This design comes from an exercise in tuning for small area on the open sky130 flow, not from production work. In this exercise RTL edits were held to simulation tests only and were not proved equivalent to the original. Power and IR drop assume default switching activity.

==> flow/design.v <==
`timescale 1ns/1ps
package seeg_pkg;
    localparam int RHD_CHANNELS = 8;
    localparam int RHS_CHANNELS = 4;
    localparam int ZCHECK_SAMPLES = 8;  
    localparam int CONFIG_WORDS = 10;
    localparam int RHD_CLOCK_DIV = 2;  
    localparam int RHS_CLOCK_DIV = 1;
    localparam int RHD_SEED = 0;
    localparam int RHS_SEED = 128;
    typedef logic [15:0] sample_t;
    typedef logic [3:0] chan_t;  
    typedef logic [1:0] zscale_t;  
    typedef sample_t [RHD_CHANNELS-1:0] rhd_frame_t;
    typedef sample_t [RHS_CHANNELS-1:0] rhs_frame_t;
    typedef struct packed {
        rhs_frame_t rhs;
        rhd_frame_t rhd;
    } record_frame_t;
    typedef sample_t [ZCHECK_SAMPLES-1:0] zcheck_block_t;
    typedef enum logic [1:0] {
        op_config,
        op_record,
        op_zcheck
    } engine_op_e;
endpackage
`timescale 1ns/1ps
module array_engine #(
    parameter int CHANNELS = 8,
    parameter int SEED = 0,
    parameter int CLOCK_DIV = 1
) (
    input  logic                      clk,
    input  logic                      config_done_reset_flag,
    input  logic                      start_valid,
    input  seeg_pkg::engine_op_e      start_op,
    input  seeg_pkg::chan_t           start_channel,
    input  seeg_pkg::zscale_t         zcheck_scale,
    output logic                      start_ready,
    output logic                      done,
    output logic [CHANNELS*16-1:0]    frame,
    output seeg_pkg::zcheck_block_t   zblock
);
    logic busy;
    logic accept;
    logic tick;
    logic [3:0] div_cnt;
    logic [7:0] pos;
    logic [7:0] last_pos;
    seeg_pkg::engine_op_e op_q;
    seeg_pkg::sample_t frame_idx;
    seeg_pkg::chan_t chan_q;
    seeg_pkg::zscale_t scale_q;
    seeg_pkg::sample_t rec_sample;
    seeg_pkg::sample_t z_base;
    logic [CHANNELS*16-1:0] frame_r;
    logic [seeg_pkg::ZCHECK_SAMPLES*16-1:0] zblock_r;
    assign start_ready = !busy;
    assign accept = start_valid && !busy;
    assign tick = div_cnt == 4'(CLOCK_DIV - 1);  
    assign rec_sample = seeg_pkg::sample_t'(SEED) + {frame_idx[9:0], 6'b0}
                      + seeg_pkg::sample_t'(pos);
    assign z_base = seeg_pkg::sample_t'(SEED) + {9'b0, chan_q, 3'b0} + seeg_pkg::sample_t'(pos);
    assign frame = frame_r;
    assign zblock = zblock_r;
    always_ff @(posedge clk) begin
        if (config_done_reset_flag) begin
            busy <= 1'b0;
            done <= 1'b0;
            div_cnt <= '0;
            pos <= '0;
            last_pos <= '0;
            op_q <= seeg_pkg::op_config;
            frame_idx <= '0;
        end else begin
            done <= 1'b0;
            if (accept) begin
                busy <= 1'b1;
                div_cnt <= '0;
                pos <= '0;
                op_q <= start_op;
                case (start_op)
                    seeg_pkg::op_record: last_pos <= 8'(CHANNELS - 1);
                    seeg_pkg::op_zcheck: last_pos <= 8'(seeg_pkg::ZCHECK_SAMPLES - 1);
                    default:             last_pos <= 8'(seeg_pkg::CONFIG_WORDS - 1);
                endcase
                if (start_op == seeg_pkg::op_config) frame_idx <= '0;  
            end else if (done) begin
                busy <= 1'b0;  
            end else if (busy) begin
                div_cnt <= tick ? '0 : div_cnt + 1'b1;
                if (tick) begin
                    pos <= pos + 1'b1;
                    if (pos == last_pos) begin
                        done <= 1'b1;
                        if (op_q == seeg_pkg::op_record) frame_idx <= frame_idx + 1'b1;
                    end
                end
            end
        end
    end
    always_ff @(posedge clk) begin
        if (accept) begin
            chan_q <= start_channel;
            scale_q <= zcheck_scale;
        end
        if (busy && !done && tick) begin
            if (op_q == seeg_pkg::op_record)
                frame_r <= {rec_sample, frame_r[CHANNELS*16-1:16]};
            if (op_q == seeg_pkg::op_zcheck)
                zblock_r <= {z_base << scale_q, zblock_r[seeg_pkg::ZCHECK_SAMPLES*16-1:16]};
        end
    end
endmodule
`timescale 1ns/1ps
module acq_sequencer (
    input  logic                      clk,
    input  logic                      config_done_reset_flag,
    input  logic                      record_start,
    input  logic                      record_stop,
    input  logic                      zcheck_start,
    input  logic                      rhd_start_ready,
    input  logic                      rhs_start_ready,
    input  logic                      rhd_done,
    input  logic                      rhs_done,
    input  seeg_pkg::rhd_frame_t      rhd_frame,
    input  seeg_pkg::rhs_frame_t      rhs_frame,
    input  seeg_pkg::zcheck_block_t   rhd_zblock,
    input  seeg_pkg::zcheck_block_t   rhs_zblock,
    input  logic                      rec_ready,
    input  logic                      z_ready,
    output logic                      busy,
    output logic                      zcheck_done,
    output logic                      rhd_start_valid,
    output logic                      rhs_start_valid,
    output seeg_pkg::engine_op_e      start_op,
    output seeg_pkg::chan_t           start_channel,
    output logic                      rec_push,
    output seeg_pkg::record_frame_t   rec_data,
    output logic                      z_push,
    output seeg_pkg::zcheck_block_t   z_data,
    output seeg_pkg::chan_t           z_channel
);
    typedef enum logic [3:0] {
        s_ready, s_cfg_issue, s_cfg_wait, s_rec_issue, s_rec_wait, s_rec_push,
        s_z_issue, s_z_wait, s_z_push, s_reconfig
    } state_t;
    state_t state;
    logic rhd_acc, rhs_acc, rhd_got, rhs_got;
    logic reconfig_pending, stop_pending, zcheck_mode;
    seeg_pkg::chan_t sweep_ch;
    seeg_pkg::rhd_frame_t rhd_q;
    seeg_pkg::rhs_frame_t rhs_q;
    seeg_pkg::zcheck_block_t z_q;
    logic both_engines, z_phase, z_on_rhd, need_rhd, need_rhs, issuing, waiting;
    logic rhd_fire, rhs_fire, all_acc, all_got, sweep_last;
    assign both_engines = (state == s_cfg_issue || state == s_cfg_wait || state == s_rec_issue || state == s_rec_wait);
    assign z_phase = (state == s_z_issue || state == s_z_wait);
    assign z_on_rhd = sweep_ch < seeg_pkg::chan_t'(seeg_pkg::RHD_CHANNELS);  
    assign need_rhd = both_engines || (z_phase && z_on_rhd);
    assign need_rhs = both_engines || (z_phase && !z_on_rhd);
    assign issuing = (state == s_cfg_issue || state == s_rec_issue || state == s_z_issue);
    assign waiting = (state == s_cfg_wait || state == s_rec_wait || state == s_z_wait);
    assign sweep_last = sweep_ch ==
        seeg_pkg::chan_t'(seeg_pkg::RHD_CHANNELS + seeg_pkg::RHS_CHANNELS - 1);
    assign rhd_start_valid = issuing && need_rhd && !rhd_acc;
    assign rhs_start_valid = issuing && need_rhs && !rhs_acc;
    assign rhd_fire = rhd_start_valid && rhd_start_ready;
    assign rhs_fire = rhs_start_valid && rhs_start_ready;
    assign all_acc = (!need_rhd || rhd_acc || rhd_fire) && (!need_rhs || rhs_acc || rhs_fire);
    assign all_got = (!need_rhd || rhd_got) && (!need_rhs || rhs_got);
    always_comb begin
        case (state)
            s_rec_issue: start_op = seeg_pkg::op_record;
            s_z_issue:   start_op = seeg_pkg::op_zcheck;
            default:     start_op = seeg_pkg::op_config;
        endcase
    end
    assign start_channel = z_on_rhd ? sweep_ch
                                    : sweep_ch - seeg_pkg::chan_t'(seeg_pkg::RHD_CHANNELS);
    assign busy = state != s_ready;
    assign rec_push = state == s_rec_push;
    assign rec_data = {rhs_q, rhd_q};
    assign z_push = state == s_z_push;
    assign z_data = z_q;
    assign z_channel = sweep_ch;  
    always_ff @(posedge clk) begin
        if (rhd_done) rhd_q <= rhd_frame;
        if (rhs_done) rhs_q <= rhs_frame;
        if (rhd_done) z_q <= rhd_zblock;
        else if (rhs_done) z_q <= rhs_zblock;
    end
    always_ff @(posedge clk) begin
        if (config_done_reset_flag) begin
            state <= s_ready;
            {rhd_acc, rhs_acc, rhd_got, rhs_got} <= '0;
            {reconfig_pending, stop_pending, zcheck_mode} <= '0;
            sweep_ch <= '0;
            zcheck_done <= 1'b0;
        end else begin
            zcheck_done <= 1'b0;
            if (record_stop && busy) stop_pending <= 1'b1;
            if (rhd_fire) rhd_acc <= 1'b1;
            if (rhs_fire) rhs_acc <= 1'b1;
            if (issuing && all_acc) {rhd_acc, rhs_acc} <= '0;
            if (rhd_done) rhd_got <= 1'b1;
            if (rhs_done) rhs_got <= 1'b1;
            if (waiting && all_got) {rhd_got, rhs_got} <= '0;
            case (state)
                s_ready: begin
                    if (record_start || zcheck_start) begin
                        zcheck_mode <= !record_start;  
                        stop_pending <= 1'b0;
                        state <= s_cfg_issue;
                    end
                end
                s_cfg_issue: if (all_acc) state <= s_cfg_wait;
                s_cfg_wait: begin
                    if (all_got) begin
                        if (reconfig_pending) begin
                            reconfig_pending <= 1'b0;
                            zcheck_done <= zcheck_mode;
                            state <= s_ready;
                        end else if (zcheck_mode) begin
                            sweep_ch <= '0;
                            state <= s_z_issue;
                        end else begin
                            state <= s_rec_issue;
                        end
                    end
                end
                s_rec_issue: if (all_acc) state <= s_rec_wait;
                s_rec_wait:  if (all_got) state <= s_rec_push;
                s_rec_push:  if (rec_ready) state <= stop_pending ? s_reconfig : s_rec_issue;
                s_z_issue:   if (all_acc) state <= s_z_wait;
                s_z_wait:    if (all_got) state <= s_z_push;
                s_z_push: begin
                    if (z_ready) begin
                        sweep_ch <= sweep_last ? sweep_ch : sweep_ch + 1'b1;
                        state <= sweep_last ? s_reconfig : s_z_issue;
                    end
                end
                s_reconfig: begin
                    reconfig_pending <= 1'b1;
                    if (rhd_start_ready && rhs_start_ready) state <= s_cfg_issue;
                end
                default: state <= s_ready;
            endcase
        end
    end
endmodule
`timescale 1ns/1ps
module result_stage (
    input  logic                      clk,
    input  logic                      config_done_reset_flag,
    input  logic                      rec_push,
    input  seeg_pkg::record_frame_t   rec_data,
    input  logic                      z_push,
    input  seeg_pkg::zcheck_block_t   z_data,
    input  seeg_pkg::chan_t           z_channel,
    input  logic                      record_ready,
    input  logic                      zcheck_ready,
    output logic                      rec_ready,
    output logic                      z_ready,
    output seeg_pkg::record_frame_t   record_frame,
    output logic                      record_valid,
    output seeg_pkg::zcheck_block_t   zcheck_block,
    output seeg_pkg::chan_t           zcheck_channel,
    output logic                      zcheck_valid
);
    assign rec_ready = !record_valid || record_ready;
    assign z_ready = !zcheck_valid || zcheck_ready;
    always_ff @(posedge clk) begin
        if (config_done_reset_flag) begin
            record_valid <= 1'b0;
            zcheck_valid <= 1'b0;
        end else begin
            if (rec_push && rec_ready) record_valid <= 1'b1;
            else if (record_ready) record_valid <= 1'b0;
            if (z_push && z_ready) zcheck_valid <= 1'b1;
            else if (zcheck_ready) zcheck_valid <= 1'b0;
        end
    end
    always_ff @(posedge clk) begin
        if (rec_push && rec_ready) record_frame <= rec_data;
        if (z_push && z_ready) begin
            zcheck_block <= z_data;
            zcheck_channel <= z_channel;
        end
    end
endmodule
`timescale 1ns/1ps
module seeg_top (
    input  logic                      clk,
    input  logic                      config_done_reset_flag,
    input  logic                      record_start,
    input  logic                      record_stop,
    input  logic                      zcheck_start,
    input  seeg_pkg::zscale_t         zcheck_scale,
    input  logic                      record_ready,
    input  logic                      zcheck_ready,
    output logic                      busy,
    output logic                      zcheck_done,
    output seeg_pkg::record_frame_t   record_frame,
    output logic                      record_valid,
    output seeg_pkg::zcheck_block_t   zcheck_block,
    output seeg_pkg::chan_t           zcheck_channel,
    output logic                      zcheck_valid
);
    logic rhd_start_valid;
    logic rhs_start_valid;
    logic rhd_start_ready;
    logic rhs_start_ready;
    logic rhd_done;
    logic rhs_done;
    seeg_pkg::engine_op_e start_op;
    seeg_pkg::chan_t start_channel;
    seeg_pkg::rhd_frame_t rhd_frame;
    seeg_pkg::rhs_frame_t rhs_frame;
    seeg_pkg::zcheck_block_t rhd_zblock;
    seeg_pkg::zcheck_block_t rhs_zblock;
    logic rec_push;
    logic rec_ready;
    seeg_pkg::record_frame_t rec_data;
    logic z_push;
    logic z_ready;
    seeg_pkg::zcheck_block_t z_data;
    seeg_pkg::chan_t z_channel;
    acq_sequencer sequencer (
        .clk(clk), .config_done_reset_flag(config_done_reset_flag),
        .record_start(record_start), .record_stop(record_stop), .zcheck_start(zcheck_start),
        .rhd_start_ready(rhd_start_ready), .rhs_start_ready(rhs_start_ready),
        .rhd_done(rhd_done), .rhs_done(rhs_done),
        .rhd_frame(rhd_frame), .rhs_frame(rhs_frame),
        .rhd_zblock(rhd_zblock), .rhs_zblock(rhs_zblock),
        .rec_ready(rec_ready), .z_ready(z_ready),
        .busy(busy), .zcheck_done(zcheck_done),
        .rhd_start_valid(rhd_start_valid), .rhs_start_valid(rhs_start_valid),
        .start_op(start_op), .start_channel(start_channel),
        .rec_push(rec_push), .rec_data(rec_data),
        .z_push(z_push), .z_data(z_data), .z_channel(z_channel)
    );
    array_engine #(
        .CHANNELS(seeg_pkg::RHD_CHANNELS), .SEED(seeg_pkg::RHD_SEED),
        .CLOCK_DIV(seeg_pkg::RHD_CLOCK_DIV)
    ) rhd_engine (
        .clk(clk), .config_done_reset_flag(config_done_reset_flag),
        .start_valid(rhd_start_valid), .start_op(start_op), .start_channel(start_channel),
        .zcheck_scale(zcheck_scale), .start_ready(rhd_start_ready), .done(rhd_done),
        .frame(rhd_frame), .zblock(rhd_zblock)
    );
    array_engine #(
        .CHANNELS(seeg_pkg::RHS_CHANNELS), .SEED(seeg_pkg::RHS_SEED),
        .CLOCK_DIV(seeg_pkg::RHS_CLOCK_DIV)
    ) rhs_engine (
        .clk(clk), .config_done_reset_flag(config_done_reset_flag),
        .start_valid(rhs_start_valid), .start_op(start_op), .start_channel(start_channel),
        .zcheck_scale(zcheck_scale), .start_ready(rhs_start_ready), .done(rhs_done),
        .frame(rhs_frame), .zblock(rhs_zblock)
    );
    result_stage results (
        .clk(clk), .config_done_reset_flag(config_done_reset_flag),
        .rec_push(rec_push), .rec_data(rec_data),
        .z_push(z_push), .z_data(z_data), .z_channel(z_channel),
        .record_ready(record_ready), .zcheck_ready(zcheck_ready),
        .rec_ready(rec_ready), .z_ready(z_ready),
        .record_frame(record_frame), .record_valid(record_valid),
        .zcheck_block(zcheck_block), .zcheck_channel(zcheck_channel),
        .zcheck_valid(zcheck_valid)
    );
endmodule
==> flow/run.sh <==
#!/bin/bash
# synth_recipe.tcl (not shown) runs the flow's synth.tcl, then flattens the netlist and writes it again
# the make line also repeats each setting of config.mk as NAME=value (left out here)
make -C /OpenROAD-flow-scripts/flow DESIGN_CONFIG=/design/flow/config.mk WORK_HOME=/design/flow/orfs CLKGATE_MAP_FILE= SYNTH_SCRIPT=/design/flow/synth_recipe.tcl finish
==> flow/config.mk <==
export PLATFORM = sky130hd
export DESIGN_NAME = seeg_top
export DESIGN_NICKNAME = seeg_top
export VERILOG_FILES = /design/flow/design.v
export SDC_FILE = /design/flow/constraint.sdc
export NUM_CORES = 4
export LEC_CHECK = 0
export CAP_MARGIN = 20
export CORE_MARGIN = 2
export CORE_UTILIZATION = 40
export SLEW_MARGIN = 20
==> flow/constraint.sdc <==
create_clock -name core_clock -period 5.0 [get_ports {clk}]
set_input_delay 1.0000 -clock core_clock [delete_from_list [all_inputs] [get_ports {clk}]]
set_output_delay 1.0000 -clock core_clock [all_outputs]
set_load 0.01 [all_outputs]
==> impl_metrics.tcl <==
set metrics [dict create \
    place_congestion 0.8600 \
    core_area_mm2 0.08837 \
    startpoint_type "flip-flop" \
    highest_layer "met5" \
    grt_first_pass_wirelength_um 95610 \
    grt.total_usage 0.1369 \
    cp-end-kind "output port" \
    ys_seq_elements 1051 \
    core.rowCount 109 \
    fin_skew_ns 0.02675 \
    area_growth_pct 22.14 \
    ys_seq_area_frac 0.8626 \
    drt-total-wl_um 63740 \
    avgSynthCellArea_um2 20.48 \
    cts_max_level 3 \
    outcome "finished clean" \
    cp.required_ns 4.00 \
    start_util 0.4039 \
    dieWidth_um 302.7 \
    slew_violations 0 \
    cts_hold_buf 0 \
    seqPwrFrac 0.536 \
    cts_made_buffers 105 \
    cts.sinks 1051 \
    antenna_cells 0 \
    cts_root_buffer "clkbuf_16" \
    fin_nets 2156 \
    path_class "flip-flop to output port" \
    clk_latency_ns 0.67 \
    dieArea_mm2 0.09164 \
    max_slew.worst_pin.slew_ns 1.082 \
    power_density_mw_per_mm2 442.9 \
    cp_max_fo 18 \
    fmax_mhz 284.9 \
    met2WireLength_um 32110 \
    io_pins 337 \
    setup_viol_count_final 0 \
    internal-power_w 0.01511 \
    final_common_cell "edfxtp_1" \
    p_clk_frac 0.401 \
    fillerInstances 7157 \
    ys_warn_count 4 \
    num_vias 15860 \
    rsz0062_at_grt "no" \
    report.final.hold_viol_count 0 \
    leakagePower_nw 14.04 \
    final_util 0.4933 \
    antenna_found_initial 1 \
    drtIter0Drc 914 \
    max_stage_delay_ns 0.62 \
    grt_max_degree 131 \
    ctsResizeCount 0 \
    syn_area_mm2 0.03569 \
    port-buffer-count 304 \
    crit_chain "nor4_1, inv_1, clkdlybuf4s50_1" \
    p_comb_frac 0.063 \
    setup_slack_ns 1.491 \
    worst_hold_path_type "flip-flop to flip-flop" \
    wl_per_cell_um 18.89 \
    final_cell_mix "edfxtp_1 (974), clkdlybuf4s50_1 (304), clkbuf_16 (105)" \
    synth-edff-count 974 \
    final_cell_area_mm2 0.04360 \
    switching_share 0.2172 \
    ys_async_sr_fraction 0 \
    timing.final.crit_share 0.7019 \
    grt_pass1_vias 16140 \
    arrival_ns 2.51 \
    met1_length_um 27220 \
    via_per_inst 4.700 \
    placed_area_mm2 0.04014 \
    clk_pin_slew_worst_paths_ns 0.06 \
    synthCells 1743 \
    ir_drop_v 0.0003375 \
    post_cts_buffers 0 \
    drc 0 \
    cpMaxStageDelayCell "nor4_1" \
    cap_violations 0 \
    die_h_um 302.7 \
    hold_slack_ns 0.4094 \
    synth-main-ff-cell "edfxtp_1" \
    p_sw_w 0.004194 \
    synth_cell_types 69 \
    ant_nets 0 \
    relSlewSlack 0.2788 \
    cts_tree "built" \
    grt-ovfl-total 0 \
    hpwl_um 40370 \
    layout-drive-gt1-share 0.1312 \
    cts_buffer_depth 3 \
    period_needed_ns 3.509 \
    wl_met3_um 3182 \
    pre_cts_ws_ns 1.834 \
    dr.pass1.iters 7 \
]
==> kinds of logic (layout without fill, tap and decap cells) <==
family	count (synthesis)	in the layout	synth area share
adder cells (fa/ha/maj)	26	26	0.009955
flip-flops	1051	1051	0.8626
AO/OA/AOI/OAI	116	116	0.02254
other	1	32	0.0001051
AND/OR/NAND/NOR	253	253	0.03670
XOR/XNOR	51	51	0.01251
multiplexers	125	125	0.03891
buffers and inverters	120	556	0.01669
==> layout make-up <==
type | instances | area (um^2) | share of cell area
inverters | 37 | 138.9 | 0.003186
flip-flops and latches | 1051 | 30800 | 0.7064
multi-input cells | 603 | 4496 | 0.1031
repair buffers | 323 | 3248 | 0.07451
well taps | 1165 | 1458 | 0.03344
clock buffers | 129 | 2718 | 0.06234
clock inverters | 67 | 740.7 | 0.01699
==> synthesized netlist by cell type, types with 4 or more instances <==
library cell,number,area (um^2)
edfxtp_1,974,29250
mux2_2,100,1126
dfxtp_1,77,1541
nor2_1,64,240.2
nand2_1,53,198.9
clkbuf_1,36,135.1
inv_1,36,135.1
a21oi_1,32,160.2
buf_4,32,240.2
xnor2_1,31,271.5
mux2i_1,24,240.2
ha_1,22,275.3
nand3_1,21,105.1
nor3_1,20,100.1
xor2_1,20,175.2
nand2b_1,19,118.9
o21ai_0,17,85.08
nand4_1,15,93.84
nor2b_1,13,81.33
o2111ai_1,10,87.58
buf_2,8,40.04
o21a_1,8,60.06
nor3b_1,7,52.55
a2111o_1,6,67.56
a211oi_1,5,37.54
a31oi_1,5,31.28
and3_1,5,31.28
buf_1,5,18.77
a2111oi_0,4,35.03
a21o_1,4,30.03
and2_1,4,25.02
fa_1,4,80.08
nor4_1,4,25.02
o22ai_1,4,25.02
or2_2,4,25.02
==> worst max-delay path, delay by kind of cell, from the launching register on <==
family	cells	cell delay [ns]
flops	1	0.50
buf+inv	2	0.73
simple gates	1	0.62
==> power by group through the flow <==
| stage | sequential, W | clock, W | combinational (W) |
|---|---|---|---|
| floorplan | 0.0105 | 0 | 0.000763 |
| global route | 0.0104 | 0.00830 | 0.00133 |
| detailed placement | 0.0105 | 0 | 0.00122 |
| global placement | 0.0105 | 0 | 0.00120 |
| finish | 0.0104 | 0.00774 | 0.00121 |
| CTS | 0.0104 | 0.00797 | 0.00123 |
==> state kept, by name, summed over array words and instances (netlist names), 10 cells and up <==
register	flops
rhs_engine.zblock_r	96
rhd_engine.frame_r	128
sequencer.z_q	96
rhs_engine.frame_idx	10
sequencer.rhd_q	128
rhs_engine.frame_r	64
results.record_frame	192
sequencer.rhs_q	64
results.zcheck_block	96
rhd_engine.frame_idx	10
rhd_engine.zblock_r	96
==> final timing paths <==
| kind | startpoint | end | slack (ns) | cells past startpoint |
|---|---|---|---|---|
| setup / recovery | sequencer.state[1]$_SDFFE_PP0P_ | busy | 1.49 | 3 |
| hold / removal | sequencer.rhd_q[28]$_DFFE_PP_ | results.record_frame[28]$_DFFE_PP_ | 0.41 | 0 |
| setup reg to reg | sequencer.state[2]$_SDFFE_PP0P_ | rhd_engine.frame_idx[4]$_SDFFE_PP0P_ | 1.80 | 8 |
| hold reg to reg | sequencer.rhd_q[28]$_DFFE_PP_ | results.record_frame[28]$_DFFE_PP_ | 0.41 | 0 |
==> metrics by stage <==
step                      instances  setup TNS (ns)  power (W)
after global placement         3179               0    0.01172
after floorplan                1774         -495.54    0.01125
final                          3375               0    0.01931
after detailed placement       3179               0    0.01177
after global routing           3375               0    0.02003
after CTS                      3375               0    0.01957
==> routing by layer <==
| layer | vias to the layer above | GRT usage |
|---|---|---|
| li1 | 7444 | - |
| met1 | 7948 | 0.1751 |
| met2 | 373 | 0.2314 |
| met3 | 94 | 0.03201 |
| met4 | 2 | 0.04422 |
| met5 | - | 0 |

## afterwards: timing with drivers on the ports
How much do the figures lean on ideal ports? The routed layout below was timed once more, with nothing changed but the port constraints. Step 1 sets driving cells, clkbuf_16 on the clock port and buf_2 on the other inputs (assumed; they add their load-dependent delay and slew). Step 2 moves the port delays by t, midway between the first and last clock arrival at a register: inputs arrive t later, outputs are due t later. That takes back most of the time a late clock gives input paths. Slacks: ideal / step 1 / step 2; pairs: ideal / step 1.
shift t [ns]: 0.720
slack for setup (ns): 1.491 / 1.426 / 1.797
worst register clock-pin slew, ns: 0.06 / 0.06
pins driven straight from the clock port: 1
After both steps this run still meets setup and hold. For this run, drivers alone change the setup slack by -0.065 ns; drivers and shift together by +0.306 ns.
